This design comes from an exercise in tuning for small area, a short achievable clock period and few clock cycles per item on the open sky130 flow, not from production work. The RTL was checked by simulation tests, not by an equivalence proof against the original design.

### flow/run.sh
#!/bin/bash
# synth_recipe.tcl (not shown) runs the flow's synth.tcl, then flattens the netlist and writes it again
# the make line also repeats each setting of config.mk as NAME=value (left out here)
make -C /OpenROAD-flow-scripts/flow DESIGN_CONFIG=/design/flow/config.mk WORK_HOME=/design/flow/orfs CLKGATE_MAP_FILE= SYNTH_SCRIPT=/design/flow/synth_recipe.tcl finish
### flow/config.mk
export PLATFORM = sky130hd
export DESIGN_NAME = pressure_rolling_average
export DESIGN_NICKNAME = pressure_rolling_average
export VERILOG_FILES = /design/flow/design.v
export SDC_FILE = /design/flow/constraint.sdc
export NUM_CORES = 4
export LEC_CHECK = 0
export CAP_MARGIN = 20
export CORE_MARGIN = 2
export CORE_UTILIZATION = 40
export SETUP_SLACK_MARGIN = 3.0
export SLEW_MARGIN = 20
### flow/constraint.sdc
create_clock -name core_clock -period 8.5 [get_ports {clk}]
set_input_delay 1.7000 -clock core_clock [delete_from_list [all_inputs] [get_ports {clk}]]
set_output_delay 1.7000 -clock core_clock [all_outputs]
set_load 0.01 [all_outputs]
### flow/design.v
package pra_pkg;
    localparam int SAMPLE_W   = 10;
    localparam int MAX_WINDOW = 32;
    localparam int AVG_W      = 14;
    localparam int PRESS_W    = 19;
endpackage
module pra_ring (
    input  logic               clk,
    input  logic               rst_n,
    input  logic               adv,
    input  logic               load,        
    input  logic [9:0]         sample,
    input  logic               win_wr,      
    input  logic [5:0]         win,         
    input  logic               off_wr,      
    input  logic [9:0]         off,
    input  logic               uload,       
    input  logic [12:0]        ref_mv,
    output logic               busy,        
    output logic               vc,
    output logic [14:0]        sum,
    output logic signed [16:0] diff,
    output logic [5:0]         cnt,
    output logic               full,
    output logic [23:0]        bctl,        
    output logic               mneg,        
    output logic [5:0]         mnx          
);
    logic [9:0]  ring_mem [32];
    logic [9:0]  old;
    logic        vb, eb;
    logic [10:0] ds_b, dd_b;
    logic [5:0]  nb;
    logic        fb;
    logic [14:0] s_reg;
    logic [16:0] d_reg;
    logic [5:0]  nc;
    logic        fc;
    logic [4:0]  slot, slot_nx;
    logic [9:0]  old_r;
    logic [5:0]  fill;
    logic        sub;
    logic [5:0]  nnew;
    logic [5:0]  dcnt;
    logic        dstep;       
    logic [16:0] d_add;
    logic [16:0] d_next;
    logic [23:0] bctl_reg;
    logic        ng_reg;
    logic [5:0]  nx_reg;
    logic [23:0] bctl_nx;
    assign busy  = dstep;
    assign sub   = (fill == win);
    assign nnew  = sub ? win : (fill + 6'd1);
    assign old   = old_r;
    assign slot_nx = (6'(slot) + 6'd1 >= win) ? 5'd0 : (slot + 5'd1);
    always_ff @(posedge clk)
    begin
        if (load)
        begin
            old_r <= (win == 6'd1) ? sample : ring_mem[slot_nx];
        end
    end
    always_ff @(posedge clk or negedge rst_n)
    begin
        if (!rst_n)
        begin
            vb   <= 1'b0;
            vc   <= 1'b0;
            slot <= '0;
            fill <= '0;
            dcnt <= '0;
            dstep <= 1'b0;
        end
        else
        begin
            if (adv)
            begin
                vb <= load;
                vc <= vb;
            end
            if (win_wr)
            begin
                slot  <= '0;
                fill  <= '0;
                dcnt  <= '0;
                dstep <= 1'b0;
            end
            else
            begin
                if (load)
                begin
                    slot <= slot_nx;
                    fill <= nnew;
                end
                if (off_wr)
                begin
                    dcnt  <= fill;
                    dstep <= (fill != 6'd0);
                end
                else if (dstep)
                begin
                    dcnt  <= dcnt - 6'd1;
                    dstep <= (dcnt != 6'd1);
                end
            end
        end
    end
    always_ff @(posedge clk)
    begin
        if (adv)
        begin
            eb   <= (fill == 6'd0);
            ds_b <= {1'b0, sample} - (sub ? {1'b0, old} : 11'd0);
            dd_b <= {1'b0, sample} - {1'b0, (sub ? old : off)};
            nb   <= nnew;
            fb   <= (nnew == win);
            nc   <= nb;
            fc   <= fb;
        end
        if (load)
        begin
            ring_mem[slot] <= sample;
        end
    end
    assign d_add = dstep ? (17'd0 - 17'(off)) : {{6{dd_b[10]}}, dd_b};
    always_ff @(posedge clk)
    begin
        if (off_wr)
        begin
            d_reg <= 17'(s_reg);
        end
        else if (dstep || (adv && vb))
        begin
            d_reg <= d_next;
        end
        if (adv && vb)
        begin
            s_reg <= (eb ? 15'd0 : s_reg) + 15'({{4{ds_b[10]}}, ds_b});
        end
    end
    assign d_next = ((eb && !dstep) ? 17'd0 : d_reg) + d_add;
    function automatic logic [23:0] brecode(input logic [16:0] y);
        for (int i = 0; i < 8; i++)
        begin
            logic b2, b1, b0;
            b2 = y[2*i+2];
            b1 = y[2*i+1];
            b0 = y[2*i];
            brecode[3*i+2] = b2 & !(b1 & b0);                         
            brecode[3*i+1] = b1 ^ b0;                                 
            brecode[3*i]   = (b2 & !b1 & !b0) | (!b2 & b1 & b0);       
        end
    endfunction
    logic [23:0] bctl_p, bctl_n, bctl_r;
    assign bctl_p  = brecode({2'b00, d_next[14:0]} << 1);
    assign bctl_n  = brecode({1'b0, ~d_next[14:0], 1'b1});
    assign bctl_r  = brecode({3'b000, ref_mv, 1'b0});
    assign bctl_nx = uload ? bctl_r : (d_next[16] ? bctl_n : bctl_p);
    always_ff @(posedge clk)
    begin
        if (adv || uload)
        begin
            bctl_reg <= bctl_nx;
            ng_reg   <= d_next[16] & !uload;
            nx_reg   <= (d_next[16] & !uload) ? (6'd0 - nb) : nb;
        end
    end
    assign bctl = bctl_reg;
    assign mnx  = nx_reg;
    assign mneg = ng_reg;
    assign sum  = s_reg;
    assign diff = d_reg;
    assign cnt  = nc;
    assign full = fc;
endmodule
module pra_ndiv #(
    parameter int WW  = 18,
    parameter int NST = 4
) (
    input  logic [5:0]       n,
    input  logic [WW+4:0]    st_i,
    output logic [WW+4:0]    st_o
);
    always_comb
    begin
        logic [4:0]    rem;
        logic [WW-1:0] w;
        logic [6:0]    d;
        logic          b;
        rem = st_i[WW+4:WW];
        w   = st_i[WW-1:0];
        for (int i = 0; i < NST; i++)
        begin
            b   = w[WW-1];
            d   = {1'b0, rem, b} - {1'b0, n};
            w   = {w[WW-2:0], !d[6]};
            rem = d[6] ? {rem[3:0], b} : d[4:0];
        end
        st_o = {rem, w};
    end
endmodule
module pra_ndiv4 #(
    parameter int WW  = 18,
    parameter int NST = 2
) (
    input  logic [5:0]       n,
    input  logic [7:0]       n3,      
    input  logic [WW+4:0]    st_i,
    output logic [WW+4:0]    st_o
);
    always_comb
    begin
        logic [4:0]    rem;
        logic [WW-1:0] w;
        logic [6:0]    t;
        logic [8:0]    d1, d2, d3;
        rem = st_i[WW+4:WW];
        w   = st_i[WW-1:0];
        for (int i = 0; i < NST; i++)
        begin
            t  = {rem, w[WW-1:WW-2]};
            d1 = {2'b00, t} - {3'b000, n};
            d2 = {2'b00, t} - {2'b00, n, 1'b0};
            d3 = {2'b00, t} - {1'b0, n3};
            if (!d3[8])
            begin
                rem = d3[4:0];
                w   = {w[WW-3:0], 2'd3};
            end
            else if (!d2[8])
            begin
                rem = d2[4:0];
                w   = {w[WW-3:0], 2'd2};
            end
            else if (!d1[8])
            begin
                rem = d1[4:0];
                w   = {w[WW-3:0], 2'd1};
            end
            else
            begin
                rem = t[4:0];
                w   = {w[WW-3:0], 2'd0};
            end
        end
        st_o = {rem, w};
    end
endmodule
module pra_press (
    input  logic              clk,
    input  logic              rst_n,
    input  logic              adv,
    input  logic              gstart,    
    input  logic [1:0]        gmodel,    
    input  logic [23:0]       bctl,      
    input  logic [5:0]        n,         
    input  logic              neg,       
    input  logic [5:0]        nx,        
    output logic              uload,     
    output logic              busy,      
    output logic [23:0]       v          
);
    localparam logic [38:0] C0 = 39'h012345678a;
    localparam logic [38:0] C1 = 39'h0b60b60b61;
    localparam logic [38:0] C2 = 39'h4fa39e5cc8;
    localparam logic [53:0] K  = 54'd0 - (54'd1 << 41) - (54'd1 << 43) - (54'd1 << 45) - (54'd1 << 47)
                                       - (54'd1 << 49) - (54'd1 << 51) - (54'd1 << 53);
    function automatic logic [42:0] brow(input logic [2:0] c, input logic [38:0] g);
        logic neg, one, two;
        logic [39:0] m;
        neg = c[2];
        one = c[1];
        two = c[0];
        m   = one ? {1'b0, g} : (two ? {g, 1'b0} : 40'd0);
        brow = {neg, !neg, neg, m ^ {40{neg}}};
    endfunction
    function automatic logic [107:0] csa(input logic [53:0] a, input logic [53:0] b, input logic [53:0] c);
        logic [53:0] sm, cy;
        sm  = a ^ b ^ c;
        cy  = (a & b) | (a & c) | (b & c);
        csa = {cy[52:0], 1'b0, sm};
    endfunction
    logic [2:0]  gst;
    logic        cm1, cm2;
    logic [38:0] g1;
    assign uload = (gst == 3'd2);
    assign busy  = (gst == 3'd1) || (gst == 3'd2);
    always_ff @(posedge clk or negedge rst_n)
    begin
        if (!rst_n)
        begin
            gst <= 3'd1;
            cm1 <= 1'b0;
            cm2 <= 1'b0;
        end
        else
        begin
            if (gstart)
            begin
                gst <= 3'd2;
            end
            else if (gst == 3'd4)
            begin
                gst <= 3'd0;
            end
            else if (gst != 3'd0)
            begin
                gst <= gst + 3'd1;
            end
            cm1 <= (gst == 3'd2) && !gstart;
            cm2 <= cm1 && !gstart;
        end
    end
    logic [42:0]  r0, r1, r2, r3, r4, r5, r6, r7;
    logic [53:0]  x1;
    logic [107:0] l1a, l1b, l1c, l1d, l1e, l1f, l1g;
    assign r0 = brow(bctl[2:0], g1);
    assign r1 = brow(bctl[5:3], g1);
    assign r2 = brow(bctl[8:6], g1);
    assign r3 = brow(bctl[11:9], g1);
    assign r4 = brow(bctl[14:12], g1);
    assign r5 = brow(bctl[17:15], g1);
    assign r6 = brow(bctl[20:18], g1);
    assign r7 = brow(bctl[23:21], g1);
    logic [53:0] kx;
    assign kx = neg ? (K - (54'd1 << 35)) : K;
    assign x1 = kx | 54'({r7[42], 1'b0, r6[42], 1'b0, r5[42], 1'b0, r4[42], 1'b0,
                          r3[42], 1'b0, r2[42], 1'b0, r1[42], 1'b0, r0[42]})
                   | (cm1 ? (54'd1 << 13) : (54'(nx) << 29));
    assign l1a = csa(54'(r0[41:0]), 54'(r1[41:0]) << 2, 54'(r2[41:0]) << 4);
    assign l1b = csa(54'(r3[41:0]) << 6, 54'(r4[41:0]) << 8, 54'(r5[41:0]) << 10);
    assign l1c = csa(54'(r6[41:0]) << 12, 54'(r7[41:0]) << 14, x1);
    assign l1d = csa(l1a[53:0], l1a[107:54], l1b[53:0]);
    assign l1e = csa(l1b[107:54], l1c[53:0], l1c[107:54]);
    assign l1f = csa(l1d[53:0], l1d[107:54], l1e[53:0]);
    assign l1g = csa(l1f[53:0], l1f[107:54], l1e[107:54]);
    logic [53:0] ps1, pc1;   
    always_ff @(posedge clk)
    begin
        if (adv || cm1)
        begin
            ps1 <= l1g[53:0];
            pc1 <= l1g[107:54];
        end
    end
    logic [53:0]  sum2;
    assign sum2 = ps1 + pc1;
    assign v = sum2[53:30];
    always_ff @(posedge clk)
    begin
        if (gstart || (gst == 3'd1))
        begin
            case (gmodel)
                2'd0:    g1 <= C0;
                2'd1:    g1 <= C1;
                default: g1 <= C2;
            endcase
        end
        else if (cm2)
        begin
            g1 <= sum2[51:13];
        end
    end
endmodule
module pressure_rolling_average (
    input  logic         clk,
    input  logic         rst_n,
    input  logic         s_tvalid,
    output logic         s_tready,
    input  logic [15:0]  s_tdata,    
    output logic         m_tvalid,
    input  logic         m_tready,
    output logic [39:0]  m_tdata,    
    output logic         m_tuser,    
    input  logic         cfg_valid,
    output logic         cfg_ready,
    input  logic [1:0]   cfg_index,
    input  logic [12:0]  cfg_data
);
    localparam int KA1 = 2;      
    localparam int KA2 = 2;      
    localparam int NE  = 5;
    function automatic int qsteps(input int j);
        qsteps = (j < 4) ? 2 : 1;
    endfunction
    function automatic int asteps(input int j);
        case (j)
            0:       asteps = 2;
            1:       asteps = 2;
            default: asteps = 0;
        endcase
    endfunction
    logic [5:0]  win_reg;
    logic [1:0]  model_reg;
    logic [12:0] ref_reg;
    logic [9:0]  off_reg;
    logic        win_wr, off_wr, g_wr;
    logic [1:0]  gmodel;
    assign cfg_ready = 1'b1;
    assign win_wr    = cfg_valid && (cfg_index == 2'd0);
    assign off_wr    = cfg_valid && (cfg_index == 2'd3);
    assign g_wr      = cfg_valid && ((cfg_index == 2'd1) || (cfg_index == 2'd2));
    assign gmodel    = (cfg_valid && (cfg_index == 2'd1)) ? cfg_data[1:0] : model_reg;
    always_ff @(posedge clk or negedge rst_n)
    begin
        if (!rst_n)
        begin
            win_reg   <= 6'd8;
            model_reg <= 2'd1;
            ref_reg   <= 13'd5000;
            off_reg   <= 10'd0;
        end
        else if (cfg_valid)
        begin
            case (cfg_index)
                2'd0:    win_reg   <= (cfg_data[5:0] == 6'd0) ? 6'd1 :
                                      (cfg_data[5:0] > 6'd32) ? 6'd32 : cfg_data[5:0];
                2'd1:    model_reg <= cfg_data[1:0];
                2'd2:    ref_reg   <= cfg_data[12:0];
                default: off_reg   <= cfg_data[9:0];
            endcase
        end
    end
    logic        out_v;
    logic        adv;
    logic        busy_r, busy_p;
    assign adv      = !out_v || m_tready;
    logic        in_v;
    logic [9:0]  in_d;
    logic        s_fire;
    logic        p_load;
    logic [9:0]  p_data;
    assign s_tready = !in_v && !busy_r && !busy_p;
    assign s_fire   = s_tvalid && s_tready;
    assign p_load   = adv && (in_v || s_fire);
    assign p_data   = in_v ? in_d : s_tdata[9:0];
    always_ff @(posedge clk or negedge rst_n)
    begin
        if (!rst_n)
        begin
            in_v <= 1'b0;
        end
        else if (adv)
        begin
            in_v <= 1'b0;
        end
        else if (s_fire)
        begin
            in_v <= 1'b1;
        end
    end
    always_ff @(posedge clk)
    begin
        if (s_fire)
        begin
            in_d <= s_tdata[9:0];
        end
    end
    logic               vc;
    logic [14:0]        sum_c;
    logic [16:0]        diff_c;
    logic [5:0]         n_c;
    logic               full_c;
    logic [23:0]        bctl_c;
    logic               mneg_c;
    logic [5:0]         mnx_c;
    logic               uload;
    pra_ring u_ring (
        .clk    (clk),
        .rst_n  (rst_n),
        .adv    (adv),
        .load   (p_load),
        .sample (p_data),
        .win_wr (win_wr),
        .win    (win_reg),
        .off_wr (off_wr),
        .off    (off_reg),
        .uload  (uload),
        .ref_mv (ref_reg),
        .busy   (busy_r),
        .vc     (vc),
        .sum    (sum_c),
        .diff   (diff_c),
        .cnt    (n_c),
        .full   (full_c),
        .bctl   (bctl_c),
        .mneg   (mneg_c),
        .mnx    (mnx_c)
    );
    logic [23:0] v_mul;
    pra_press u_press (
        .clk    (clk),
        .rst_n  (rst_n),
        .adv    (adv),
        .gstart (g_wr),
        .gmodel (gmodel),
        .bctl   (bctl_c),
        .n      (n_c),
        .neg    (mneg_c),
        .nx     (mnx_c),
        .uload  (uload),
        .busy   (busy_p),
        .v      (v_mul)
    );
    logic [18:0] a_c, a_c2;
    assign a_c = {sum_c, 4'b0000};    
    pra_ndiv #(.WW(14), .NST(KA1)) u_adiv1 (.n(n_c), .st_i(a_c), .st_o(a_c2));
    logic        v_d1, neg_d1, full_d1;
    logic [5:0]  n_d1;
    logic [7:0]  n3_d1;
    logic [18:0] a_d1, a_d1x;
    pra_ndiv4 #(.WW(14), .NST(KA2)) u_adiv2 (.n(n_d1), .n3(n3_d1), .st_i(a_d1), .st_o(a_d1x));
    logic        ovf_d1x, zf_d1x;
    assign ovf_d1x = (v_mul[23:18] >= n_d1);
    assign zf_d1x  = neg_d1 && (v_mul[23:5] == '1);
    logic        v_d2, neg_d2, full_d2;
    logic [5:0]  n_d2;
    logic [7:0]  n3_d2;
    logic [18:0] a_d2;
    logic [22:0] q_d2;
    logic        ovf_d2, zf_d2;
    always_ff @(posedge clk or negedge rst_n)
    begin
        if (!rst_n)
        begin
            v_d1 <= 1'b0;
            v_d2 <= 1'b0;
        end
        else if (adv)
        begin
            v_d1 <= vc;
            v_d2 <= v_d1;
        end
    end
    always_ff @(posedge clk)
    begin
        if (adv)
        begin
            neg_d1  <= mneg_c;
            full_d1 <= full_c;
            n_d1    <= n_c;
            n3_d1   <= {2'b00, n_c} + {1'b0, n_c, 1'b0};
            a_d1    <= a_c2;
            neg_d2  <= neg_d1;
            full_d2 <= full_d1;
            n_d2    <= n_d1;
            n3_d2   <= n3_d1;
            a_d2    <= a_d1x;
            q_d2    <= v_mul[22:0];
            ovf_d2  <= ovf_d1x;
            zf_d2   <= zf_d1x;
        end
    end
    logic [NE:0]        ve;
    logic [NE*23-1:0]   q_st;
    logic [NE*19-1:0]   a_st;
    logic [NE*6-1:0]    n_e;
    logic [NE*8-1:0]    n3_e;
    logic [NE-1:0]      ovf_e, neg_e, full_e, zf_e;
    assign ve[0] = v_d2;
    for (genvar j = 0; j < NE; j++)
    begin : g_div
        localparam int QD = qsteps(j);
        localparam int AD = asteps(j);
        logic [5:0]  n_in;
        logic [7:0]  n3_in;
        logic [22:0] q_in, q_out;
        logic [18:0] a_in, a_out;
        logic        ovf_in, neg_in, full_in, zf_in;
        if (j == 0)
        begin : g_first
            assign n_in    = n_d2;
            assign n3_in   = n3_d2;
            assign ovf_in  = ovf_d2;
            assign zf_in   = zf_d2;
            assign q_in    = q_d2;
            assign a_in    = a_d2;
            assign neg_in  = neg_d2;
            assign full_in = full_d2;
        end
        else
        begin : g_next
            assign n_in    = n_e[(j-1)*6 +: 6];
            assign n3_in   = n3_e[(j-1)*8 +: 8];
            assign ovf_in  = ovf_e[j-1];
            assign zf_in   = zf_e[j-1];
            assign q_in    = q_st[(j-1)*23 +: 23];
            assign a_in    = a_st[(j-1)*19 +: 19];
            assign neg_in  = neg_e[j-1];
            assign full_in = full_e[j-1];
        end
        pra_ndiv4 #(.WW(18), .NST(QD)) u_qdiv (.n(n_in), .n3(n3_in), .st_i(q_in), .st_o(q_out));
        if (AD > 0)
        begin : g_avg
            pra_ndiv4 #(.WW(14), .NST(AD)) u_adiv (.n(n_in), .n3(n3_in), .st_i(a_in), .st_o(a_out));
        end
        else
        begin : g_avg_done
            assign a_out = a_in;
        end
        always_ff @(posedge clk or negedge rst_n)
        begin
            if (!rst_n)
            begin
                ve[j+1] <= 1'b0;
            end
            else if (adv)
            begin
                ve[j+1] <= ve[j];
            end
        end
        if (j < NE - 1)
        begin : g_mid
            always_ff @(posedge clk)
            begin
                if (adv)
                begin
                    q_st[j*23 +: 23] <= q_out;
                    a_st[j*19 +: 19] <= a_out;
                    n_e[j*6 +: 6]    <= n_in;
                    n3_e[j*8 +: 8]   <= n3_in;
                    ovf_e[j]         <= ovf_in;
                    zf_e[j]          <= zf_in;
                    neg_e[j]         <= neg_in;
                    full_e[j]        <= full_in;
                end
            end
        end
        else
        begin : g_last
            logic [18:0] prs;
            always_comb
            begin
                if (zf_in)
                begin
                    prs = 19'd0;
                end
                else if (ovf_in)
                begin
                    prs = neg_in ? 19'h40000 : 19'h3ffff;
                end
                else
                begin
                    prs = {1'b0, q_out[17:0]} ^ {19{neg_in}};
                end
            end
            always_ff @(posedge clk)
            begin
                if (adv)
                begin
                    m_tdata <= {7'd0, prs, a_out[13:0]};
                    m_tuser <= full_in;
                end
            end
        end
    end
    assign out_v    = ve[NE];
    assign m_tvalid = out_v;
endmodule
==> flow_summary.ini, run 1 <==
[finish]
nFillCells = 14409
drive_gt1_frac = 0.0764
area_delta_synth_final_pct = 10.2
stdcell_area_um2 = 69400
top_regs = u_ring.ring_mem x320, u_press.ps1 x52
nNetsFinal = 6127
seqCellArea_um2 = 29100
multiInputGateArea_um2 = 31200
fin_util = 0.444
largest-register = u_ring.ring_mem
instances_no_fill = 7464
largest_register_ffs = 320

[floorplan]
die_height_um = 401
core_um2 = 156000
die_area_um2 = 161000
start_util = 0.403
ios = 80
placementRows = 145
chipWidth_um = 401

[timing]
finalHoldViolCount = 0
rsz0062_at_grt = no
period_minus_slack_ns = 5.27
holdWs_ns = 0.388
setup_viol = 0
fin_skew_ns = 0.0747
slew_viol_final = 0
finalSetupTns_ns = 0
setup_ws_ns = 3.23
max_freq_mhz = 190
period_share = 0.620
tightestPinTransition_ns = 1.16
slew_headroom = 0.224

[routing]
drt-pass1-iter-count = 6
viasPerCell = 5.39
detail-route-antenna-nets = 0
drc = 0
drtIter0Drc = 3170
via_count = 40238
avgRoutedWirePerCell_um = 20.2
routed_wl_um = 151000

[run_status]
status = timing/DRC/antenna clean

[place]
hpwl_um = 104000
placed_cell_area_um2 = 65600
dp.cells = 7254
pre_cts_slack_ns = 2.75
place.gp.congestion = 0.840
io_buffers = 65

[global_route]
grt_first_pass_wirelength_um = 237000
grt_max_degree = 184
grt_overflow_total = 0
grt_usage = 0.187
grt_pass1_vias = 40683
antenna_found_initial = 3

[worst_setup_path]
path_max_fanout = 46
crit_path_start_kind = flip-flop
arrival_ns = 5.79
r2r_setup_slack_ns = 3.23
required_ns = 9.02
worst-setup-path-type = flip-flop to flip-flop
endpoint_kind = flip-flop

[yosys]
synth_cells = 5356
yosys_warnings = 7
yosysUniqueCellTypes = 87
ys_seq_area_frac = 0.462
synth_area_leaders = edfxtp_1 (44%), ha_1 (9.6%), fa_1 (9.2%), xnor2_1 (5.1%), inv_1 (2.8%)
yosys-top-cells-count = edfxtp_1 (914), ha_1 (485), inv_1 (478)
syn_area_um2 = 63000
async_reset_ff_frac = 0.0653
synth_enable_flop_cells = 914
yosys_register_bits = 980
avgSynthCellArea_um2 = 11.8
yosysTopAreaCell = edfxtp_1
ys.flop_type = edfxtp_1
synth_top_cell_area_share = 0.436
yosysMostFrequentCell = edfxtp_1

[clock_network]
insertion_delay_ns = 0.76
clock_sinks = 980
root_buffer = clkbuf_16
cts_buffers = 108
cts_tree = yes
clkTransAtPathRegs_ns = 0.06
clockBufferDepth = 3
htreeDepth = 3

[worst_hold_path]
hold_class = flip-flop to flip-flop

[flow_run]
drv_cap = 0
-- final cells by class --
cell class	count	area share
multi-input combinational	3617	0.449
sequential	980	0.419
clock buffer	126	0.0400
tap	2058	0.0371
inverter	484	0.0263
timing repair buffer	124	0.0159
clock inverter	74	0.0126
antenna	1	0.0000360
-- worst max-delay path, cell delays in order (launching register included) --
cell      delay, ns
dfrtp_4        0.74
buf_6          0.50
nand3_1        0.16
xor2_1         0.39
inv_1          0.17
ha_1           0.32
a21o_1         0.16
a21o_1         0.23
a211oi_4       0.24
buf_4          0.57
mux4_2         0.43
a211oi_1       0.64
nand4_1        0.22
o211a_1        0.17
-- cell families after synthesis --
kind of cell | Yosys count | share of synthesized area
AOI/OAI and AO/OA | 1098 | 0.116
and+or+nand+nor | 1014 | 0.0748
DFF | 980 | 0.462
adders and majority gates | 777 | 0.189
buffers and inverters | 765 | 0.0462
xor gates and xnor gates | 514 | 0.0717
muxes | 206 | 0.0409
other | 2 | 0.000119
-- cell usage in the layout (no fill, tap or decap), types with 21 or more instances in the layout --
master,netlist,final
o21ai_0,219,212
o221ai_1,36,36
mux2_2,64,64
a22oi_1,230,230
o211ai_1,21,21
nor3_1,42,40
o21bai_1,26,26
clkbuf_16,0,108
inv_1,478,476
nand3_1,45,45
a211oi_1,25,25
dfrtp_1,56,55
buf_4,8,57
edfxtp_1,914,914
nand2b_1,66,64
a21oi_1,257,250
nand2_1,417,416
nor2b_1,75,68
and2_1,37,37
nand4_1,26,26
ha_1,485,485
xnor2_1,365,364
xor2_1,147,147
clkdlybuf4s50_1,0,64
mux4_2,35,35
nor2_1,223,222
mux2i_1,107,102
clkinv_2,0,24
fa_1,291,291
a21o_1,127,127
-- timing repair --
item | CTS | global route
pin swaps | 0 | 0
gates cloned | 0 | 0
setup endpoints to repair | 9 | 39
resized for setup | 5 | 16
setup buffers | 0 | 9
hold buffers | 0 | 0
-- worst paths after layout --
path	from	end	cells past startpoint
min in group asynchronous	rst_n	u_ring.slot[1]	2
hold reg to reg	zf_d2	g_div[1].zf_in	0
setup reg to reg	u_ring.slot[0]	u_ring.old_r[5]	13
hold / removal	zf_d2	g_div[1].zf_in	0
setup / recovery	u_ring.slot[0]	u_ring.old_r[5]	13
max in group asynchronous	rst_n	u_ring.slot[0]	2
-- metal layers --
layer / vias up / track usage / part of all wire
li1: 18929 / - / -
met1: 19924 / 0.266 / 0.46
met2: 1142 / 0.295 / 0.46
met3: 243 / 0.0305 / 0.063
met4: 0 / 0.0538 / 0.026
met5: - / 0 / 0
Testbench counts, summed over its fixed seeds: cycles 5,843, items 4,835.
==> run 2: changes to the inputs <==
--- a/flow/design.v
+++ b/flow/design.v
@@ -14,2 +14,3 @@
     input  logic [5:0]         win,         
+    input  logic [5:0]         win_nx,      
     input  logic               off_wr,      
@@ -55,3 +56,2 @@
     assign old   = old_r;
-    assign slot_nx = (6'(slot) + 6'd1 >= win) ? 5'd0 : (slot + 5'd1);
     always_ff @(posedge clk)
@@ -70,2 +70,3 @@
             slot <= '0;
+            slot_nx <= 5'd1;
             fill <= '0;
@@ -83,3 +84,4 @@
             begin
-                slot  <= '0;
+                slot    <= '0;
+                slot_nx <= (win_nx == 6'd1) ? 5'd0 : 5'd1;
                 fill  <= '0;
@@ -92,4 +94,5 @@
                 begin
-                    slot <= slot_nx;
-                    fill <= nnew;
+                    slot    <= slot_nx;
+                    slot_nx <= (6'(slot_nx) + 6'd1 >= win) ? 5'd0 : (slot_nx + 5'd1);
+                    fill    <= nnew;
                 end
@@ -399,2 +402,5 @@
     logic [1:0]  gmodel;
+    logic [5:0]  win_nx;
+    assign win_nx = (cfg_data[5:0] == 6'd0) ? 6'd1 :
+                    (cfg_data[5:0] > 6'd32) ? 6'd32 : cfg_data[5:0];
     assign cfg_ready = 1'b1;
@@ -416,4 +422,3 @@
             case (cfg_index)
-                2'd0:    win_reg   <= (cfg_data[5:0] == 6'd0) ? 6'd1 :
-                                      (cfg_data[5:0] > 6'd32) ? 6'd32 : cfg_data[5:0];
+                2'd0:    win_reg   <= win_nx;
                 2'd1:    model_reg <= cfg_data[1:0];
@@ -476,2 +481,3 @@
         .win    (win_reg),
+        .win_nx (win_nx),
         .off_wr (off_wr),
==> run 2 against run 1 <==
Sequential share of layout area is 0.080 points higher; final area increased by 0.25%; still clean; synthesized cell count increased by 0.47%; non-clock buffer count down 9; global-route usage fell by 0.074 points; die area up 0.63%; largest cell class unchanged.
==> flow_summary.ini, run 2 <==
[run_status]
status = timing/DRC/antenna clean

[clock_network]
cts_tree = yes
htreeDepth = 3
cts_buffers = 107
insertion_delay_ns = 0.79
ctsHoldBuffers = 0
clock_sinks = 985
root_buffer = clkbuf_16
clkTransAtPathRegs_ns = 0.06
clockBufferDepth = 3

[global_route]
antenna_found_initial = 4
grt_pass1_vias = 41009
grt_first_pass_wirelength_um = 237000
grt_max_degree = 153
grt_overflow_total = 0
grt_usage = 0.186

[routing]
avgRoutedWirePerCell_um = 20.1
drtIter0Drc = 3110
drt-pass1-iter-count = 6
viasPerCell = 5.35
drc = 0
routed_wl_um = 150000
detail-route-antenna-nets = 0
via_count = 40040

[worst_setup_path]
worst-setup-path-type = input port to flip-flop
endpoint_kind = flip-flop
required_ns = 8.85
cp_num_buf_inv = 5
slowest_stage = nor2_1
timing.rr.end = a_st[16]
cpMostUsedCell = buf_4
r2r-start = n3_d2[1]
arrival_ns = 5.57
path_max_fanout = 94
cpLargestDelayFamily = buffers and inverters
max_stage_delay_ns = 0.93
ff2ff_path_depth = 19
crit_path_start_kind = input port
r2r_setup_slack_ns = 3.39
cp_cell_sequence = clkdlybuf4s50_1 -> nor2b_1 -> buf_4 -> inv_8 -> o21ai_1 -> buf_4 -> inv_1 -> nand3b_1 -> nor2_1

[timing]
fin_skew_ns = 0.0719
period_minus_slack_ns = 5.22
rsz0062_at_grt = yes
setup_viol = 0
max_freq_mhz = 191
tightestPinTransition_ns = 1.19
period_share = 0.615
slew_headroom = 0.208
finalSetupTns_ns = 0
finalHoldViolCount = 0
slew_viol_final = 0

[finish]
final_common_cell = edfxtp_1
area_delta_synth_final_pct = 9.76
largest_register_ffs = 320
nFillCells = 14452
largest-register = u_ring.ring_mem
nNetsFinal = 6127
top_regs = u_ring.ring_mem x320, u_press.ps1 x52
drive_gt1_frac = 0.0715
antenna_cells = 0
layout_common_cells = edfxtp_1 (914), ha_1 (482), inv_1 (465)

[floorplan]
start_util = 0.402
ios = 80
chipWidth_um = 402
die_height_um = 402
placementRows = 146
core_um2 = 158000
die_area_um2 = 162000

[worst_hold_path]
hold_class = flip-flop to flip-flop
min_from = u_ring.fc
min_to = full_d1
hold_path_depth = 0

[yosys]
syn_area_um2 = 63400
avgSynthCellArea_um2 = 11.8
synth_top_cell_area_share = 0.433
yosys_warnings = 7
ys_seq_area_frac = 0.461
yosys_register_bits = 985
yosys-top-cells-count = edfxtp_1 (914), ha_1 (482), inv_1 (469)
synth_area_leaders = edfxtp_1 (43%), ha_1 (9.5%), fa_1 (9.2%), xnor2_1 (5.2%), inv_1 (2.8%)
synth_cells = 5381
yosysMostFrequentCell = edfxtp_1
ys.flop_type = edfxtp_1
yosysUniqueCellTypes = 88
async_reset_ff_frac = 0.0701
synth_enable_flop_cells = 914
yosysTopAreaCell = edfxtp_1

[place]
hpwl_um = 103000
io_buffers = 65
place.gp.congestion = 0.862

[flow_run]
drv_cap = 0
run 2: how the worst max path moves through the flow:
stage	from	end	cells after the start
3_3_place_gp	m_tready	u_ring.ring_mem[3][7]	9
3_5_place_dp	m_tready	u_ring.ring_mem[3][7]	9
4_1_cts	n_d2[1]	g_div[1].q_in[18]	21
6_report	m_tready	u_ring.ring_mem[6][8]	9
2_1_floorplan	m_tready	a_d1[0]	4
5_1_grt	m_tready	u_ring.ring_mem[2][2]	9
run 2: logic make-up (layout without fill, tap and decap cells):
group / count (synthesis) / after routing / synth area share
fa+ha+maj: 774 / 774 / 0.187
compound gates: 1154 / 1154 / 0.119
mux: 230 / 230 / 0.0455
simple gates: 938 / 938 / 0.0679
flops: 985 / 985 / 0.461
other cells: 2 / 8 / 0.000118
xor+xnor: 530 / 530 / 0.0733
buf+inv: 768 / 791 / 0.0464
run 2: stage by stage:
step | setup WS (ns) | area, um^2 | cells | hold WS [ns] | utilization
global route | 2.98 | 69600 | 7482 | 0.410 | 0.441
detailed placement | 2.45 | 65900 | 7273 | 0.405 | 0.418
CTS | 3.03 | 69500 | 7477 | 0.398 | 0.440
floorplan | 3.29 | 63400 | 5387 | 0.400 | -
global placement | 2.48 | 65900 | 7273 | 0.402 | 0.418
finish | 3.28 | 69600 | 7482 | 0.403 | 0.441
run 2: final cells by class:
class	instances	area [um^2]	area share
clock buffer	134	2810	0.0404
clock inverter	67	747	0.0107
inverter	475	1800	0.0258
multi-input combinational	3634	31400	0.451
sequential	985	29200	0.420
tap	2072	2590	0.0373
timing repair buffer	115	1040	0.0150
run 2: layer usage:
metal,part of all wire,wire [um],vias up,track usage
li1,-,-,18925,-
met2,0.48,72100,1081,0.312
met1,0.43,65300,19750,0.246
met5,0.00015,22,-,0
met4,0.033,5020,4,0.0659
met3,0.052,7750,280,0.0278
run 2: worst reg2reg max path, stage by stage (launching register included):
cell and delay, ns:
edfxtp_1 0.59, inv_1 0.27, fa_1 0.49, a21o_1 0.18, a21o_1 0.20, a21o_1 0.18, a21o_1 0.17, a21oi_1 0.19
nor2_1 0.16, a21o_1 0.23, mux2i_1 0.39, ha_1 0.35, inv_1 0.08, o21bai_1 0.11, a21o_1 0.19, a21o_1 0.17
a211o_1 0.41, mux2i_1 0.22, a211oi_1 0.10, a21o_1 0.18
run 2: repair_timing:
| action | in CTS | in global routing |
|---|---|---|
| setup endpoints to repair | 11 | 52 |
| endpoints found under the hold margin | 0 | 0 |
| setup buffers | 3 | 4 |
| gates resized for setup | 2 | 13 |
Testbench counts of run 2, summed over its fixed seeds: cycles 5,843, items 4,835.
==> run 3: changes to the inputs <==
--- a/flow/config.mk
+++ b/flow/config.mk
@@ -10,3 +10,3 @@
 export CORE_UTILIZATION = 40
-export SETUP_SLACK_MARGIN = 3.0
+export SETUP_SLACK_MARGIN = 3.5
 export SLEW_MARGIN = 20
==> run 3 against run 2 <==
Sequential share of layout area is 0.28 points lower; global-route usage increased by 0.063 points; still clean on timing, DRC and antenna; area after synthesis stayed put; largest cell class unchanged; clock-buffer cell count down 5; final area grew 0.67%; die area is the same; hold slack better by 0.0061 ns; routed wire length rose by 0.75%; synthesized cell count did not move; worst setup slack improved by 0.51 ns; highest routed layer unchanged; register-to-register slack better by 0.40 ns.
==> flow_summary.ini, run 3 <==
[run_status]
status = timing/DRC/antenna clean

[worst_setup_path]
path_max_fanout = 9
worst-setup-path-type = flip-flop to flip-flop
slowest_stage = fa_1
cp_cell_sequence = inv_1 -> ha_1 -> inv_1 -> fa_1 -> a21o_1 -> a21o_1 -> a21o_1 -> a21o_1 -> a21oi_2 -> nor2_2 -> a21o_1 -> mux2i_4 -> ha_1 -> nor2b_1 -> o21ai_0 -> nand2b_1 -> a21o_1 -> a21o_1 -> a21oi_1 -> nor2_2 -> a21o_1 -> mux2i_1
required_ns = 8.97
crit_path_start_kind = flip-flop
cpMostUsedCell = a21o_1
max_stage_delay_ns = 0.43
arrival_ns = 5.18
endpoint_kind = flip-flop

[floorplan]
die_area_um2 = 162000
ios = 80
placementRows = 146
core_um2 = 158000
die_height_um = 402
chipWidth_um = 402
start_util = 0.402

[yosys]
yosysTopAreaCell = edfxtp_1
yosysUniqueCellTypes = 88
synth_fa_ha_area_frac = 0.187
synth_enable_flop_cells = 914
synth-xor-area-share = 0.0733
yosys_register_bits = 985
ys.flop_type = edfxtp_1
synth-simple-area-share = 0.0679
synth_top_family_by_area = adder cells
avgSynthCellArea_um2 = 11.8
synth_cells = 5381
synth_area_leaders = edfxtp_1 (43%), ha_1 (9.5%), fa_1 (9.2%), xnor2_1 (5.2%), inv_1 (2.8%)
synth_top_cell_area_share = 0.433
muxShareOfSynthArea = 0.0455
yosys-top-cells-count = edfxtp_1 (914), ha_1 (482), inv_1 (469)
syn_area_um2 = 63400
async_reset_ff_frac = 0.0701
yosys_warnings = 7
yosysMostFrequentCell = edfxtp_1
ys_seq_area_frac = 0.461
synth_compound_area_frac = 0.119

[global_route]
grt_overflow_total = 0
grt_first_pass_wirelength_um = 238000
grt_pass1_vias = 41169
grt_usage = 0.187
antenna_found_initial = 5
grt_max_degree = 153

[routing]
drt-pass1-iter-count = 6
detail-route-antenna-nets = 0
drc = 0
routed_wl_um = 151000
via_count = 40368
viasPerCell = 5.38
drtIter0Drc = 2976
avgRoutedWirePerCell_um = 20.1

[place]
hpwl_um = 103000
placed_cell_area_um2 = 65900
dp.cells = 7276
place.gp.congestion = 0.874
io_buffers = 65

[finish]
nNetsFinal = 6159
stdcell_area_um2 = 70100
antenna_cells = 0
top_regs = u_ring.ring_mem x320, u_press.ps1 x52
fin_util = 0.444
area_delta_synth_final_pct = 10.5
final_common_cell = edfxtp_1
instances_no_fill = 7508
largest-register = u_ring.ring_mem
largest_register_ffs = 320
drive_gt1_frac = 0.0854
layout_common_cells = edfxtp_1 (914), ha_1 (482), inv_1 (461)

[timing]
slew_headroom = 0.247
finalSetupTns_ns = 0
tightestPinTransition_ns = 1.12
period_share = 0.554
slew_viol_final = 0
setup_viol = 0
period_minus_slack_ns = 4.71
max_freq_mhz = 212
rsz0062_at_grt = no
fin_skew_ns = 0.0880
finalHoldViolCount = 0

[clock_network]
cts_tree = yes
htreeDepth = 3
clkTransAtPathRegs_ns = 0.06
cts_buffers = 106
clockBufferDepth = 3
insertion_delay_ns = 0.78
root_buffer = clkbuf_16
ctsHoldBuffers = 0
clock_sinks = 985

[flow_run]
drv_cap = 0

[worst_hold_path]
hold_class = flip-flop to flip-flop
## run 3: cell types whose count changed in the layout (fill, tap and decap cells not counted), moves of 6 or more
cell	previous run	this run
buf_4	49	81
nor2_1	216	196
clkbuf_1	24	15
mux2i_4	0	6
a21oi_1	260	251
nor2_2	0	18
a21oi_4	0	8
## run 3: cell families (layout without fill, tap and decap cells)
| kind of cell | count (synthesis) | in the layout |
|---|---|---|
| AO/OA/AOI/OAI | 1154 | 1154 |
| flip-flops | 985 | 985 |
| AND/OR/NAND/NOR | 938 | 938 |
| adder cells (fa/ha/maj) | 774 | 774 |
| buffers and inverters | 768 | 817 |
| XOR/XNOR | 530 | 530 |
| multiplexers | 230 | 230 |
| other | 2 | 8 |
## run 3: metrics by stage
step | hold WS, ns | setup slack [ns]
finish | 0.409 | 3.79
CTS | 0.412 | 3.24
global route | 0.420 | 3.48
global placement | 0.401 | 2.45
floorplan | 0.400 | 3.74
detailed placement | 0.405 | 2.43
## run 3: final cells by class
class | instances | area, um^2
Fill cell | 14415 | 87800
Timing Repair Buffer | 148 | 1300
Clock buffer | 129 | 2840
Sequential cell | 985 | 29200
Tap cell | 2072 | 2590
Multi-Input combinational cell | 3634 | 31600
Clock inverter | 65 | 653
Inverter | 475 | 1800
## run 3: worst paths after layout
path                       slack [ns]               start  cells after the start            endpoint
setup / recovery                 3.79            a_d1[12]                     22            a_d2[14]
hold / removal                   0.41  g_div[1].q_out[12]                      0  g_div[2].q_out[16]
setup reg to reg                 3.79            a_d1[12]                     22            a_d2[14]
hold reg to reg                  0.41  g_div[1].q_out[12]                      0  g_div[2].q_out[16]
max in group asynchronous        6.75               rst_n                      1          ref_reg[0]
min in group asynchronous        1.09               rst_n                      1   u_ring.slot_nx[4]
## run 3: critical path: cells and delay by family (launching register included)
kind,cells,cell delay [ns]
AND/OR/NAND/NOR,4,0.49
AO/OA/AOI/OAI,11,2.03
multiplexers,2,0.38
buffers and inverters,2,0.23
adder cells (fa/ha/maj),3,0.90
flip-flops,1,0.37
## run 3: routing by layer
layer	up-vias	wire length, um	track usage
met5	-	39	0
met4	6	5540	0.0690
met3	279	8380	0.0285
met2	1153	72600	0.314
met1	19934	64700	0.245
li1	18996	-	-
## run 3: repair_timing
| item | in CTS | in global routing |
|---|---|---|
| resized for setup | 23 | 59 |
| endpoints found under the setup margin | 201 | 125 |
| pin swaps | 0 | 1 |
| endpoints found under the hold margin | 0 | 0 |
| buffers inserted | 13 | 22 |
| cloned | 0 | 0 |
==> run 4: changes to the inputs <==
--- a/flow/config.mk
+++ b/flow/config.mk
@@ -10,3 +10,3 @@
 export CORE_UTILIZATION = 40
-export SETUP_SLACK_MARGIN = 3.5
+export SETUP_SLACK_MARGIN = 3.8
 export SLEW_MARGIN = 20
==> run 4 against run 3 <==
Clock-buffer cell count stayed put; worst setup slack better by 0.14 ns; non-clock buffer count is 45 higher; core utilization is 0.54 points higher; clock skew is 0.0085 ns lower; routed wire length is 1.8% higher; first-iteration DRC count is 8.9% higher; sequential cell count stayed put; synthesized cell count stayed put; via count is 0.60% higher; area after synthesis stayed put; final area is 1.2% higher; critical endpoint is now u_press.ps1[34].
==> flow_summary.ini, run 4 <==
[timing]
finalHoldViolCount = 0
slew_headroom = 0.242
slew_viol_final = 0
fin_skew_ns = 0.0795
period_minus_slack_ns = 4.57
max_freq_mhz = 219
tightestPinTransition_ns = 1.13
period_share = 0.537
rsz0062_at_grt = yes
setup_viol = 0
finalSetupTns_ns = 0

[routing]
detail-route-antenna-nets = 0
via_count = 40610
drc = 0
viasPerCell = 5.37
drt-pass1-iter-count = 6
avgRoutedWirePerCell_um = 20.4
drtIter0Drc = 3241
routed_wl_um = 154000

[yosys]
yosysMostFrequentCell = edfxtp_1
yosysTopAreaCell = edfxtp_1
ys_seq_area_frac = 0.461
yosys_register_bits = 985
synth_cells = 5381
synth-simple-area-share = 0.0679
synth_top_family_by_area = adder cells
synth_top_cell_area_share = 0.433
synth_enable_flop_cells = 914
async_reset_ff_frac = 0.0701
yosys-top-cells-count = edfxtp_1 (914), ha_1 (482), inv_1 (469)
synth_area_leaders = edfxtp_1 (43%), ha_1 (9.5%), fa_1 (9.2%), xnor2_1 (5.2%), inv_1 (2.8%)
yosysUniqueCellTypes = 88
synth_compound_area_frac = 0.119
avgSynthCellArea_um2 = 11.8
synth-xor-area-share = 0.0733
muxShareOfSynthArea = 0.0455
syn_area_um2 = 63400
ys.flop_type = edfxtp_1
synth_fa_ha_area_frac = 0.187
yosys_warnings = 7

[clock_network]
cts_buffers = 106
clkTransAtPathRegs_ns = 0.06
root_buffer = clkbuf_16
insertion_delay_ns = 0.80
clock_sinks = 985
clockBufferDepth = 3
cts_tree = yes
htreeDepth = 3

[floorplan]
chipWidth_um = 402
die_area_um2 = 162000
die_height_um = 402
start_util = 0.402
ios = 80
core_um2 = 158000
placementRows = 146

[worst_setup_path]
max_stage_delay_ns = 0.95
cpMostUsedCell = fa_1
worst-setup-path-type = flip-flop to flip-flop
required_ns = 8.97
path_max_fanout = 46
endpoint_kind = flip-flop
cp_cell_sequence = buf_4 -> nor2b_2 -> a22oi_1 -> xnor2_1 -> fa_1 -> inv_1 -> fa_1 -> fa_1 -> inv_1 -> fa_1
slowest_stage = nor2b_2
arrival_ns = 5.03
crit_path_start_kind = flip-flop

[finish]
largest-register = u_ring.ring_mem
drive_gt1_frac = 0.104
top_regs = u_ring.ring_mem x320, u_press.ps1 x52
largest_register_ffs = 320
nNetsFinal = 6211
area_delta_synth_final_pct = 11.8
final_common_cell = edfxtp_1
layout_common_cells = edfxtp_1 (914), ha_1 (475), inv_1 (451)
stdcell_area_um2 = 70900

[place]
placed_cell_area_um2 = 66000
hpwl_um = 104000
io_buffers = 65
place.gp.congestion = 0.863

[global_route]
grt_usage = 0.188
grt_use_met3 = 0.0287
grt_max_degree = 78
grt_overflow_total = 0
grt_pass1_vias = 41197
grt_busiest_layer = met2
grt_first_pass_wirelength_um = 239000
gr-usage-met2 = 0.316
met1_usage = 0.249
antenna_found_initial = 5

[worst_hold_path]
hold_class = flip-flop to flip-flop

[flow_run]
drv_cap = 0

[run_status]
status = timing/DRC/antenna clean
[run 4: cell counts after synthesis]
Identical to the previous run, type by type.
[run 4: metal layers]
layer,up-vias,routed length (um)
met5,-,27
li1,19118,-
met3,291,8660
met1,20003,65800
met4,4,5160
met2,1194,74200
[run 4: cell families (layout without fill, tap and decap cells)]
group / Yosys count / in the layout
compound gates: 1154 / 1157
xor+xnor: 530 / 530
fa+ha+maj: 774 / 774
buf+inv: 768 / 863
flops: 985 / 985
mux: 230 / 230
other cells: 2 / 9
simple gates: 938 / 941
[run 4: worst paths after layout]
check	start	endpoint	slack, ns	depth (start not counted)
max	u_ring.bctl_reg[4]	u_press.ps1[34]	3.93	10
min	g_div[3].q_out[10]	g_div[4].q_in[10]	0.40	0
max reg2reg	u_ring.bctl_reg[4]	u_press.ps1[34]	3.93	10
min reg2reg	g_div[3].q_out[10]	g_div[4].q_in[10]	0.40	0
max in group asynchronous	rst_n	u_press.gst[1]	6.78	1
min in group asynchronous	rst_n	u_ring.fill[3]	1.07	1
[run 4: timing repair]
action                                  in CTS  in global routing
pin swaps                                    4                 29
hold buffers                                 0                  0
cloned                                       0                  7
gates resized for setup                     68                 90
buffers inserted                            25                 52
endpoints found under the setup margin     355                214
[run 4: area by class of cell]
| cell class | instances | area, um^2 |
|---|---|---|
| diodes | 1 | 2.50 |
| clock buffers | 129 | 2740 |
| clock inverters | 65 | 870 |
| fillers | 14387 | 86900 |
| inverters | 475 | 1810 |
| multi-input cells | 3640 | 32000 |
| flip-flops and latches | 985 | 29200 |
| well taps | 2072 | 2590 |
| repair buffers | 193 | 1660 |
| repair inverters | 1 | 5.00 |
[run 4: through the flow]
step,cells,hold WS (ns),util,worst slack [ns]
after floorplan,5387,0.400,-,3.87
after global placement,7280,0.402,0.418,2.80
after detailed placement,7280,0.405,0.418,2.73
after CTS,7499,0.412,0.444,3.80
after global routing,7561,0.419,0.449,3.75
final,7561,0.404,0.449,3.93
[run 4: worst max-delay path: cells and delay by family, from the launching register on]
kind | cells | cell delay (ns)
AND/OR/NAND/NOR | 1 | 0.95
flip-flops | 1 | 0.37
buffers and inverters | 3 | 0.43
adder cells (fa/ha/maj) | 4 | 2.12
AO/OA/AOI/OAI | 1 | 0.21
XOR/XNOR | 1 | 0.21
==> run 5: changes to the inputs <==
--- a/flow/config.mk
+++ b/flow/config.mk
@@ -10,3 +10,3 @@
 export CORE_UTILIZATION = 40
-export SETUP_SLACK_MARGIN = 3.8
+export SETUP_SLACK_MARGIN = 4.2
 export SLEW_MARGIN = 20
==> run 5 against run 4 <==
Still clean; sequential share of layout area shrank 0.94 points; routed wire length grew 1.8%; clock-buffer cell count grew 3; highest routed layer unchanged; non-clock buffer count grew 114; core utilization grew 1.0 points; register-to-register slack gained 0.16 ns; first-iteration DRC count shrank 5.6%; area after synthesis is the same; sequential cell count is the same.
==> flow_summary.ini, run 5 <==
[run_status]
status = timing/DRC/antenna clean

[floorplan]
die_height_um = 402
placementRows = 146
core_um2 = 158000
ios = 80
chipWidth_um = 402
die_area_um2 = 162000
start_util = 0.402

[routing]
drt-pass1-iter-count = 6
via_count = 41394
routed_wl_um = 157000
detail-route-antenna-nets = 0
avgRoutedWirePerCell_um = 20.4
drc = 0
viasPerCell = 5.39
drtIter0Drc = 3060

[timing]
rsz0062_at_grt = yes
slew_headroom = 0.241
max_freq_mhz = 227
fin_skew_ns = 0.0618
tightestPinTransition_ns = 1.14
setup_ws_ns = 4.09
setup_viol = 0
finalHoldViolCount = 0
period_minus_slack_ns = 4.41
slew_viol_final = 0
period_share = 0.519
finalSetupTns_ns = 0

[worst_hold_path]
hold_class = flip-flop to flip-flop

[worst_setup_path]
ff2ff_path_depth = 21
crit_start = n_d1[0]
endpoint = a_d2[14]
required_ns = 8.96
path_max_fanout = 7
r2r_setup_slack_ns = 4.09
r2r-start = n_d1[0]
worst-setup-path-type = flip-flop to flip-flop
arrival_ns = 4.88
endpoint_kind = flip-flop
crit_path_start_kind = flip-flop
timing.rr.end = a_d2[14]

[yosys]
synth_enable_flop_cells = 914
yosysMostFrequentCell = edfxtp_1
async_reset_ff_frac = 0.0701
yosysTopAreaCell = edfxtp_1
yosys_warnings = 7
yosys_register_bits = 985
yosys-top-cells-count = edfxtp_1 (914), ha_1 (482), inv_1 (469)
yosysUniqueCellTypes = 88
avgSynthCellArea_um2 = 11.8
syn_area_um2 = 63400
synth_area_leaders = edfxtp_1 (43%), ha_1 (9.5%), fa_1 (9.2%), xnor2_1 (5.2%), inv_1 (2.8%)
synth_top_cell_area_share = 0.433
ys.flop_type = edfxtp_1
ys_seq_area_frac = 0.461
synth_cells = 5381

[finish]
layout_common_cells = edfxtp_1 (914), ha_1 (459), inv_1 (433)
area_delta_synth_final_pct = 14.4
drive_gt1_frac = 0.145
largest_register_ffs = 320
final_common_cell = edfxtp_1
largest-register = u_ring.ring_mem
nNetsFinal = 6326
top_regs = u_ring.ring_mem x320, u_press.ps1 x52

[place]
io_buffers = 65
place.gp.congestion = 0.873
hpwl_um = 105000
pre_cts_slack_ns = 2.52

[clock_network]
htreeDepth = 3
insertion_delay_ns = 0.79
cts_tree = yes
clock_sinks = 985
clockBufferDepth = 3
cts_buffers = 106
clkTransAtPathRegs_ns = 0.06
root_buffer = clkbuf_16
ctsHoldBuffers = 0

[global_route]
grt_pass1_vias = 42282
grt_first_pass_wirelength_um = 244000
grt_overflow_total = 0
antenna_found_initial = 4
grt_max_degree = 74
grt_usage = 0.192

[flow_run]
drv_cap = 0
## run 5: worst min path at each step
stage	from	end	slack, ns	cells past startpoint
global route	u_ring.fc	full_d1	0.42	0
floorplan	a_d1[6]	a_d2[10]	0.40	0
global placement	g_div[3].q_out[4]	g_div[4].q_in[4]	0.40	0
finish	g_div[1].q_out[12]	g_div[2].q_out[16]	0.41	0
CTS	q_d2[0]	g_div[1].q_out[8]	0.40	0
detailed placement	g_div[1].neg_in	g_div[2].neg_in	0.40	0
## run 5: cells by family (layout without fill, tap and decap cells)
group                    Yosys count  in the layout  share of synthesized area
buffers and inverters            768            977                     0.0464
other                              2              9                   0.000118
flip-flops                       985            985                      0.461
AND/OR/NAND/NOR                  938            943                     0.0679
AO/OA/AOI/OAI                   1154           1157                      0.119
adder cells (fa/ha/maj)          774            774                      0.187
XOR/XNOR                         530            530                     0.0733
multiplexers                     230            230                     0.0455
## run 5: critical path, stage by stage, from the launching register on
cell and delay [ns]:
edfxtp_1 0.52, ha_4 0.19, inv_4 0.03, fa_2 0.36, a21o_1 0.19, a21o_1 0.18, a21o_1 0.16, a21o_1 0.18
a21oi_4 0.17, nor2_4 0.06, a21o_1 0.21, mux2i_4 0.31, ha_4 0.26, nor2b_4 0.12, o21ai_2 0.14, nand2b_1 0.11
a21o_1 0.17, a21o_1 0.16, a21oi_2 0.20, nor2_4 0.10, a21o_1 0.20, mux2i_1 0.13
## run 5: what timing repair did
action | CTS | global route
gates cloned | 5 | 3
endpoints found under the setup margin | 368 | 398
gates resized for setup | 160 | 183
pin swaps | 70 | 90
buffers inserted | 93 | 101
## run 5: metrics by stage
stage / utilization / cell area, um^2 / hold WS, ns / instances
floorplan: - / 63600 / 0.400 / 5387
global placement: 0.419 / 66100 / 0.401 / 7279
detailed placement: 0.419 / 66100 / 0.405 / 7279
CTS: 0.450 / 71100 / 0.404 / 7572
global route: 0.460 / 72600 / 0.423 / 7676
finish: 0.460 / 72600 / 0.406 / 7677
## run 5: layer usage
layer	up-vias	share of wire	global-route usage
met5	-	0.00023	0
met4	6	0.038	0.0756
met3	316	0.056	0.0315
met2	1195	0.48	0.322
met1	20530	0.42	0.248
li1	19347	-	-
## run 5: final cells by class
cell class / count / area, um^2
fill: 14245 / 85300
tap: 2072 / 2590
clock buffer: 132 / 2820
inverter: 475 / 1860
clock inverter: 63 / 724
sequential: 985 / 29200
antenna: 1 / 2.50
multi-input combinational: 3642 / 32800
timing repair buffer: 307 / 2560
==> run 6: changes to the inputs <==
--- a/flow/config.mk
+++ b/flow/config.mk
@@ -10,3 +10,3 @@
 export CORE_UTILIZATION = 40
-export SETUP_SLACK_MARGIN = 4.2
+export SETUP_SLACK_MARGIN = 4.6
 export SLEW_MARGIN = 20
==> run 6 against run 5 <==
Core utilization rose by 1.9 points; first-iteration DRC count is 8.9% higher; routed wire length up 4.5%; still clean on timing, DRC and antenna; global-route usage is 0.56 points higher.
==> flow_summary.ini, run 6 <==
[worst_setup_path]
arrival_ns = 4.77
worst-setup-path-type = flip-flop to flip-flop
crit_path_start_kind = flip-flop
endpoint_kind = flip-flop
path_max_fanout = 5
required_ns = 8.98

[routing]
drc = 0
viasPerCell = 5.40
detail-route-antenna-nets = 0
drt-pass1-iter-count = 6
drtIter0Drc = 3333
avgRoutedWirePerCell_um = 20.8
via_count = 42398
routed_wl_um = 164000

[finish]
largest-register = u_ring.ring_mem
nFillCells = 13981
antenna_cells = 0
nNetsFinal = 6497
largest_register_ffs = 320
layout_common_cells = edfxtp_1 (914), inv_1 (427), ha_1 (423)
area_delta_synth_final_pct = 19.2
top_regs = u_ring.ring_mem x320, u_press.ps1 x52
final_common_cell = edfxtp_1
fin_util = 0.479
drive_gt1_frac = 0.192

[timing]
period_share = 0.505
setup_viol = 0
slew_viol_final = 0
period_minus_slack_ns = 4.29
fin_skew_ns = 0.112
finalHoldViolCount = 0
finalSetupTns_ns = 0
slew_headroom = 0.245
rsz0062_at_grt = yes
tightestPinTransition_ns = 1.12
max_freq_mhz = 233

[global_route]
antenna_found_initial = 6
grt_first_pass_wirelength_um = 250000
grt_overflow_total = 0
grt_max_degree = 81
grt_pass1_vias = 43215
grt_usage = 0.197

[floorplan]
start_util = 0.402
core_um2 = 158000
ios = 80
placementRows = 146
die_height_um = 402
die_area_um2 = 162000
chipWidth_um = 402

[clock_network]
clkTransAtPathRegs_ns = 0.07
clock_sinks = 985
cts_buffers = 107
root_buffer = clkbuf_16
htreeDepth = 3
clockBufferDepth = 3
cts_tree = yes
insertion_delay_ns = 0.82
ctsHoldBuffers = 0

[yosys]
synth_cells = 5381
ys.flop_type = edfxtp_1
avgSynthCellArea_um2 = 11.8
synth_area_leaders = edfxtp_1 (43%), ha_1 (9.5%), fa_1 (9.2%), xnor2_1 (5.2%), inv_1 (2.8%)
yosys-top-cells-count = edfxtp_1 (914), ha_1 (482), inv_1 (469)
async_reset_ff_frac = 0.0701
yosysTopAreaCell = edfxtp_1
synth_enable_flop_cells = 914
yosys_warnings = 7
syn_area_um2 = 63400
yosys_register_bits = 985
yosysMostFrequentCell = edfxtp_1
synth_top_cell_area_share = 0.433
ys_seq_area_frac = 0.461
yosysUniqueCellTypes = 88

[place]
io_buffers = 65
hpwl_um = 104000
place.gp.congestion = 0.880

[worst_hold_path]
hold_class = flip-flop to flip-flop

[flow_run]
drv_cap = 0

[run_status]
status = timing/DRC/antenna clean
## run 6: cell counts after synthesis
No cell type changed its count.
## run 6: stage by stage
stage               area [um^2]  instances  worst slack, ns  hold slack [ns]
finish                    75600       7852             4.21            0.408
global route              75600       7852             3.98            0.412
CTS                       73100       7698             4.15            0.410
detailed placement        66300       7273             2.63            0.405
global placement          66300       7273             2.71            0.400
floorplan                 63800       5387             4.31            0.400
## run 6: final timing paths
check	slack [ns]	from	depth (start not counted)	endpoint
min	0.41	g_div[2].q_out[14]	0	g_div[3].q_in[14]
min reg2reg	0.41	g_div[2].q_out[14]	0	g_div[3].q_in[14]
max in group asynchronous	6.68	rst_n	1	u_ring.dstep
min in group asynchronous	1.09	rst_n	1	u_ring.slot[4]
max reg2reg	4.21	a_d1[13]	20	a_d2[14]
max	4.21	a_d1[13]	20	a_d2[14]
## run 6: kinds of logic (layout without fill, tap and decap cells)
group	Yosys count	in the layout	share of synthesized area
buffers and inverters	768	1147	0.0464
flip-flops	985	985	0.461
multiplexers	230	231	0.0455
adder cells (fa/ha/maj)	774	774	0.187
XOR/XNOR	530	530	0.0733
AO/OA/AOI/OAI	1154	1157	0.119
other	2	8	0.000118
AND/OR/NAND/NOR	938	948	0.0679
## run 6: metal layers
| layer | wire length, um | track usage | up-vias |
|---|---|---|---|
| li1 | - | - | 19728 |
| met1 | 68600 | 0.257 | 20937 |
| met2 | 77700 | 0.326 | 1336 |
| met3 | 9800 | 0.0328 | 391 |
| met4 | 7470 | 0.0815 | 6 |
| met5 | 37 | 0 | - |
## run 6: cell type report
type / count / area (um^2) / share of cell area
Timing Repair inverter: 2 / 13.8 / 0.000182
Tap cell: 2072 / 2590 / 0.0343
Inverter: 475 / 1870 / 0.0247
Timing Repair Buffer: 469 / 4390 / 0.0581
Clock buffer: 131 / 2860 / 0.0379
Sequential cell: 985 / 29200 / 0.387
Clock inverter: 70 / 769 / 0.0102
Multi-Input combinational cell: 3648 / 33900 / 0.448
## run 6: worst max-delay path, cell delays in order, from the launching register on
cell	delay, ns
edfxtp_1	0.44
buf_4	0.18
fa_2	0.39
a21o_1	0.17
a21o_1	0.17
a21o_1	0.16
a21o_1	0.15
a21oi_2	0.19
nor2_4	0.06
a21o_1	0.22
mux2i_4	0.32
ha_4	0.27
nor2b_4	0.13
o21ai_2	0.13
nand2b_1	0.10
a21o_1	0.19
a21o_1	0.18
a21oi_4	0.18
nor2_4	0.07
a21o_1	0.19
mux2i_1	0.13
## run 6: repair_timing
action | 4_1_cts | 5_1_grt
pin swaps | 120 | 137
gates cloned | 14 | 6
resized for setup | 296 | 246
hold endpoints to repair | 0 | 0
endpoints found under the setup margin | 756 | 631
setup buffers | 210 | 148
==> run 7: changes to the inputs <==
--- a/flow/config.mk
+++ b/flow/config.mk
@@ -10,3 +10,3 @@
 export CORE_UTILIZATION = 40
-export SETUP_SLACK_MARGIN = 4.6
+export SETUP_SLACK_MARGIN = 5.0
 export SLEW_MARGIN = 20
==> run 7 against run 6 <==
Core utilization grew 4.3 points; critical path depth rose by 1; sequential share of layout area is 3.2 points lower; clock-buffer cell count decreased by 5; worst setup slack worse by 0.098 ns; cell count rose by 4.2%; fmax shrank 2.2%; sequential cell count is the same; area after synthesis did not move; non-clock buffer count up 338; highest routed layer unchanged.
==> flow_summary.ini, run 7 <==
[run_status]
status = timing/DRC/antenna clean

[worst_setup_path]
cpMostUsedCell = a21o_1
max_stage_delay_ns = 0.47
arrival_ns = 4.90
slowest_stage = edfxtp_1
cp_cell_sequence = ha_4 -> inv_4 -> fa_2 -> a21o_1 -> a21o_1 -> a21o_1 -> a21o_1 -> a21oi_2 -> nor2_4 -> a21o_1 -> mux2i_4 -> buf_6 -> ha_4 -> inv_4 -> o21bai_4 -> a21o_1 -> a21o_1 -> a211o_4 -> mux2i_2 -> a211oi_2 -> a21o_1
endpoint_kind = flip-flop
required_ns = 9.01
crit_path_start_kind = flip-flop
worst-setup-path-type = flip-flop to flip-flop

[clock_network]
clockBufferDepth = 3
clkTransAtPathRegs_ns = 0.06
cts_tree = yes
ctsHoldBuffers = 0
cts_buffers = 105
root_buffer = clkbuf_16
insertion_delay_ns = 0.81

[global_route]
grt_usage = 0.218
grt_use_met3 = 0.0457
grt_pass1_vias = 45672
grt_overflow_total = 0
grt_first_pass_wirelength_um = 272000
grt_max_degree = 84
antenna_found_initial = 7

[floorplan]
core_um2 = 158000
die_area_um2 = 162000
die_height_um = 402
ios = 80
chipWidth_um = 402
placementRows = 146

[yosys]
yosys-top-cells-count = edfxtp_1 (914), ha_1 (482), inv_1 (469)
yosysMostFrequentCell = edfxtp_1
synth-xor-area-share = 0.0733
yosysTopAreaCell = edfxtp_1
synth-simple-area-share = 0.0679
yosys_register_bits = 985
synth_cells = 5381
synth_compound_area_frac = 0.119
synth_top_family_by_area = adder cells
ys_seq_area_frac = 0.461
syn_area_um2 = 63400
async_reset_ff_frac = 0.0701
yosys_warnings = 7
synth_fa_ha_area_frac = 0.187
avgSynthCellArea_um2 = 11.8

[timing]
holdWs_ns = 0.405
slew_viol_final = 0
finalSetupTns_ns = 0
period_minus_slack_ns = 4.39
max_freq_mhz = 228
period_share = 0.516
fin_skew_ns = 0.0712
finalHoldViolCount = 0

[finish]
largest_register_ffs = 320
largest-register = u_ring.ring_mem
final_common_cell = edfxtp_1
drive_gt1_frac = 0.315
nNetsFinal = 6830
nFillCells = 12994
layout_common_cells = edfxtp_1 (914), buf_4 (491), nand2_1 (405)
area_delta_synth_final_pct = 29.8

[flow_run]
drv_cap = 0

[place]
place.gp.congestion = 0.854
hpwl_um = 104000
io_buffers = 65

[routing]
drc = 0
drtIter0Drc = 4325
viasPerCell = 5.55
detail-route-antenna-nets = 0
## run 7: cell counts after synthesis
No cell type changed its count.
## run 7: metrics by stage
step / cells / cell area, um^2 / setup slack, ns / utilization
after floorplan: 5387 / 64300 / 4.30 / -
after global placement: 7270 / 66500 / 2.79 / 0.421
after detailed placement: 7270 / 66500 / 2.72 / 0.421
after CTS: 7988 / 78800 / 4.08 / 0.499
after global routing: 8183 / 82300 / 3.93 / 0.521
final: 8185 / 82300 / 4.11 / 0.521
## run 7: path summary, 6_finish.rpt
kind	cells past startpoint	endpoint	startpoint	slack [ns]
max reg2reg	21	a_d2[17]	n_d1[0]	4.11
min in group asynchronous	1	in_v	rst_n	1.03
min reg2reg	0	g_div[1].q_out[10]	q_d2[2]	0.41
max in group asynchronous	1	ve[5]	rst_n	6.70
min	0	g_div[1].q_out[10]	q_d2[2]	0.41
max	21	a_d2[17]	n_d1[0]	4.11
## run 7: logic make-up after synthesis
| kind of cell | count (synthesis) |
|---|---|
| xor gates and xnor gates | 530 |
| other | 2 |
| DFF | 985 |
| and+or+nand+nor | 938 |
| buffers and inverters | 768 |
| muxes | 230 |
| AOI/OAI and AO/OA | 1154 |
| adders and majority gates | 774 |
## run 7: routing by layer
layer / routed length, um / up-vias / part of all wire
met3: 14700 / 686 / 0.079
met2: 87000 / 1982 / 0.47
li1: - / 20389 / -
met5: 56 / - / 0.00030
met1: 72700 / 22323 / 0.39
met4: 11700 / 8 / 0.063
## run 7: area by class of cell
class | instances | area share
clock inverter | 71 | 0.0105
sequential | 985 | 0.355
antenna | 2 | 0.0000608
timing repair buffer | 807 | 0.106
inverter | 475 | 0.0229
tap | 2072 | 0.0315
clock buffer | 126 | 0.0331
timing repair inverter | 2 | 0.000137
multi-input combinational | 3645 | 0.441
## run 7: repair_timing
item	in CTS	in global routing
setup buffers	479	184
resized for setup	838	392
gates cloned	42	11
pin swaps	500	318
hold endpoints to repair	0	0
setup endpoints to repair	759	535
## run 7: worst max-delay path, delay by kind of cell (launching register included)
kind                       cells  cell delay (ns)
AOI/OAI and AO/OA             12             2.10
adders and majority gates      3             0.73
muxes                          2             0.51
DFF                            1             0.47
buffers and inverters          3             0.25
and+or+nand+nor                1             0.06

[re-timing with driven ports]
In the flow no input, the clock included, has a driving cell. The finished layouts below were timed again as built, in two steps.
Step 1: set_driving_cell puts a clkbuf_16 on clk and a buf_2 on each other input, an assumption about the parent block.
Step 2 times the ports against the registers' clock, not the clock port: input delays grow and output delays shrink by t, the midpoint of the rising clock arrivals with the driver on.
Slacks: ideal / step 1 / step 2; pairs: ideal / step 1.
| run | shift t [ns] | setup WS [ns] | worst setup path at the end | worst register clock-pin slew, ns |
|---|---|---|---|---|
| run 1 | 0.818 | 3.229 / 3.229 / 2.825 | input to register | 0.07 / 0.07 |
| run 2 | 0.832 | 3.275 / 3.328 / 2.496 | input to register | 0.07 / 0.07 |
| run 3 | 0.817 | 3.790 / 3.790 / 3.244 | input to register | 0.07 / 0.07 |
| run 4 | 0.830 | 3.932 / 3.932 / 3.366 | input to register | 0.07 / 0.07 |
| run 5 | 0.825 | 4.087 / 4.087 / 3.485 | input to register | 0.07 / 0.07 |
| run 6 | 0.843 | 4.209 / 4.209 / 3.760 | input to register | 0.07 / 0.07 |
| run 7 | 0.829 | 4.111 / 4.111 / 3.771 | input to register | 0.07 / 0.07 |
After both steps every run listed still meets setup and hold. For run 2, which loses most, drivers alone change the setup slack by +0.053 ns; drivers and shift together by -0.779 ns.
